From an optimization exercise on the open Yosys and OpenROAD flow, aimed at small area; shortcuts taken in it are not production practice.
In this exercise RTL edits were held to simulation tests only and were not proved equivalent to the original.
No activity file was given, so power comes from the tool's default toggle rates.

## sierra
Design id_stage, start of the top module:
module id_stage (
	input  logic        clk,
	input  logic        rst_i,
	input  logic [31:0] inst_i,
	input  logic [63:0] pc_i,
	input  logic        if_valid_i,
	input  logic        bpu_taken_i,
	input  logic        ex_fwd_valid_i,
	input  logic [4:0]  ex_fwd_addr_i,
	input  logic [63:0] ex_fwd_data_i,
	input  logic        ls_fwd_valid_i,
	input  logic [4:0]  ls_fwd_addr_i,
	input  logic [63:0] ls_fwd_data_i,
	input  logic        wb_fwd_valid_i,
	input  logic [4:0]  wb_fwd_addr_i,
	input  logic [63:0] wb_fwd_data_i,
	input  logic        ex_is_load_i,
	input  logic        ex_ready_i,
	output logic        id_ready_o,
	output logic        id_flush_o,
	output logic        jump_o,
	output logic [63:0] jump_pc_o,
	output logic        id_ex_valid_o,
	output logic [4:0]  id_ex_uop_o,
	output logic [63:0] id_ex_op1_o,
	output logic [63:0] id_ex_op2_o,
	output logic [63:0] id_ex_imm_o,
	output logic [4:0]  id_ex_rd_o,
	output logic        id_ex_rd_en_o,
	output logic        id_ex_is_load_o,
	output logic        id_ex_is_store_o,
	output logic [63:0] id_ex_pc_o
);
==> flow/config.mk <==
export PLATFORM = sky130hd
export DESIGN_NAME = id_stage
export DESIGN_NICKNAME = id_stage
export VERILOG_FILES = /design/flow/design.v
export SDC_FILE = /design/flow/constraint.sdc
export NUM_CORES = 4
export LEC_CHECK = 0
export CAP_MARGIN = 10
export CORE_MARGIN = 2
export CORE_UTILIZATION = 42
export PLACE_DENSITY = 0.55
export SLEW_MARGIN = 10
export SYNTH_HIERARCHICAL = 1
==> flow/constraint.sdc <==
create_clock -name core_clock -period 15.0 [get_ports {clk}]
set_input_delay 3.0000 -clock core_clock [delete_from_list [all_inputs] [get_ports {clk}]]
set_output_delay 3.0000 -clock core_clock [all_outputs]
set_load 0.01 [all_outputs]
standard.sh (not shown) runs the stock make flow with config.mk's settings and CLKGATE_MAP_FILE= SYNTH_SCRIPT=/design/flow/synth_recipe.tcl, a recipe that flattens the netlist after the stock synthesis.
==> flow/flow/run.sh <==
#!/bin/bash
set -euo pipefail
HERE=$(pwd)
bash standard.sh \
  "PRE_FLOORPLAN_TCL=$HERE/flow/downsize.tcl" \
  "FASTROUTE_TCL=$HERE/flow/fastroute.tcl" \
  "BUFFER_PORTS_ARGS=-buffer_cell sky130_fd_sc_hd__buf_1" \
  "CTS_ARGS=-sink_clustering_enable -repair_clock_nets -dont_use_dummy_load -sink_clustering_size 24 -sink_clustering_max_diameter 100" \
  finish > standard.log 2>&1
==> flow/flow/downsize.tcl <==
# Area recovery before floorplan repair: every combinational cell that
# synthesis sized above the smallest drive strength of the same function
# is set back to that smallest variant; the flow's timing and design
# repairs then size up only what needs it. Registers are left as they are.
set db [ord::get_db]
set block [ord::get_db_block]
set n 0
set saved 0.0
foreach inst [$block getInsts] {
  set m [$inst getMaster]
  set name [$m getName]
  if {![regexp {^(sky130_fd_sc_hd__[a-z0-9]+)_([0-9]+)$} $name -> base drive]} { continue }
  if {[$m isSequential]} { continue }
  if {[regexp {__(df|edf|sdf|dl|sed|clk|conb|tap|fill|decap|diode|buf|dly|probe|lpflow)} $name]} { continue }
  set area [expr {[$m getWidth] * [$m getHeight]}]
  set best ""
  foreach d {0 1 2 4} {
    if {$d == $drive} { continue }
    set c [$db findMaster ${base}_$d]
    if {$c eq "NULL" || $c eq ""} { continue }
    set ca [expr {[$c getWidth] * [$c getHeight]}]
    if {$ca < $area} { set area $ca; set best $c }
  }
  if {$best ne ""} {
    set saved [expr {$saved + [$m getWidth] * [$m getHeight] - $area}]
    replace_cell [$inst getName] [$best getName]
    incr n
  }
}
puts "downsize: $n cells set to their smallest drive strength, [expr {$saved / 1e6}] um2 less"
==> flow/flow/fastroute.tcl <==
# Global routing layers as the platform sets them, with less of met1
# handed to global routing so that detailed routing keeps met1 free
# for pin access.
set_global_routing_layer_adjustment $::env(MIN_ROUTING_LAYER)-$::env(MAX_ROUTING_LAYER) 0.2
set_global_routing_layer_adjustment met1 0.6

set_routing_layers -clock $::env(MIN_CLK_ROUTING_LAYER)-$::env(MAX_ROUTING_LAYER)
set_routing_layers -signal $::env(MIN_ROUTING_LAYER)-$::env(MAX_ROUTING_LAYER)
sierra went all the way through the flow, and no timing, DRC or antenna check failed.
Relative to sierra, the following input files were edited for ember:
- CORE_UTILIZATION changed from 42 to 35
- PLACE_DENSITY changed from 0.55 to 0.45
--- a/flow/flow/fastroute.tcl
+++ b/flow/flow/fastroute.tcl
@@ -5 +5 @@
-set_global_routing_layer_adjustment met1 0.6
+set_global_routing_layer_adjustment met1 0.7
[summary]
Cell type of the slowest stage on the worst timing path = sky130_fd_sc_hd__o41ai_1: ember; cell type of the slowest stage on the worst timing path = sky130_fd_sc_hd__nor2_4: sierra. The sequential power was comparable across ember and sierra. Per the comparison of ember with sierra, register-to-register slack has increased, sequential share of power lower, pin count of the biggest net entering global routing up 29, number of ordinary and repair buffers in the finished layout lower. The tapcell count in ember sits about 19% above the value recorded for sierra.

-- separate check: timing with driven ports --
Ports are ideal in the flow. The routed layouts listed here were re-timed in OpenROAD. Step 1 sets driving cells, clkbuf_16 on the clock port and buf_2 on the other inputs (assumed; they add their load-dependent delay and slew). Step 2 adds t to the input delays and takes it off the output delays; t is the mean of the earliest and latest rising clock arrival at the registers after step 1. Input paths then give back, and output paths get back, about the clock's delay inside the block. a / b / c = ideal / step 1 / step 2; a / b = the first two.
| run | shift t [ns] | setup slack, ns | worst setup path after step 2 | latest minus earliest clock arrival (ns) | worst data-port slew with drivers (ns) |
|---|---|---|---|---|---|
| sierra | 0.893 | 0.240 / 0.202 / 0.202 | input to output | 0.087 / 0.087 | 0.22 |
| ember | 0.905 | 0.127 / 0.032 / 0.032 | input to output | 0.105 / 0.104 | 0.31 |
After both steps every run listed still meets setup and hold. For ember, which loses most, drivers alone change the setup slack by -0.095 ns; drivers and shift together by -0.095 ns.
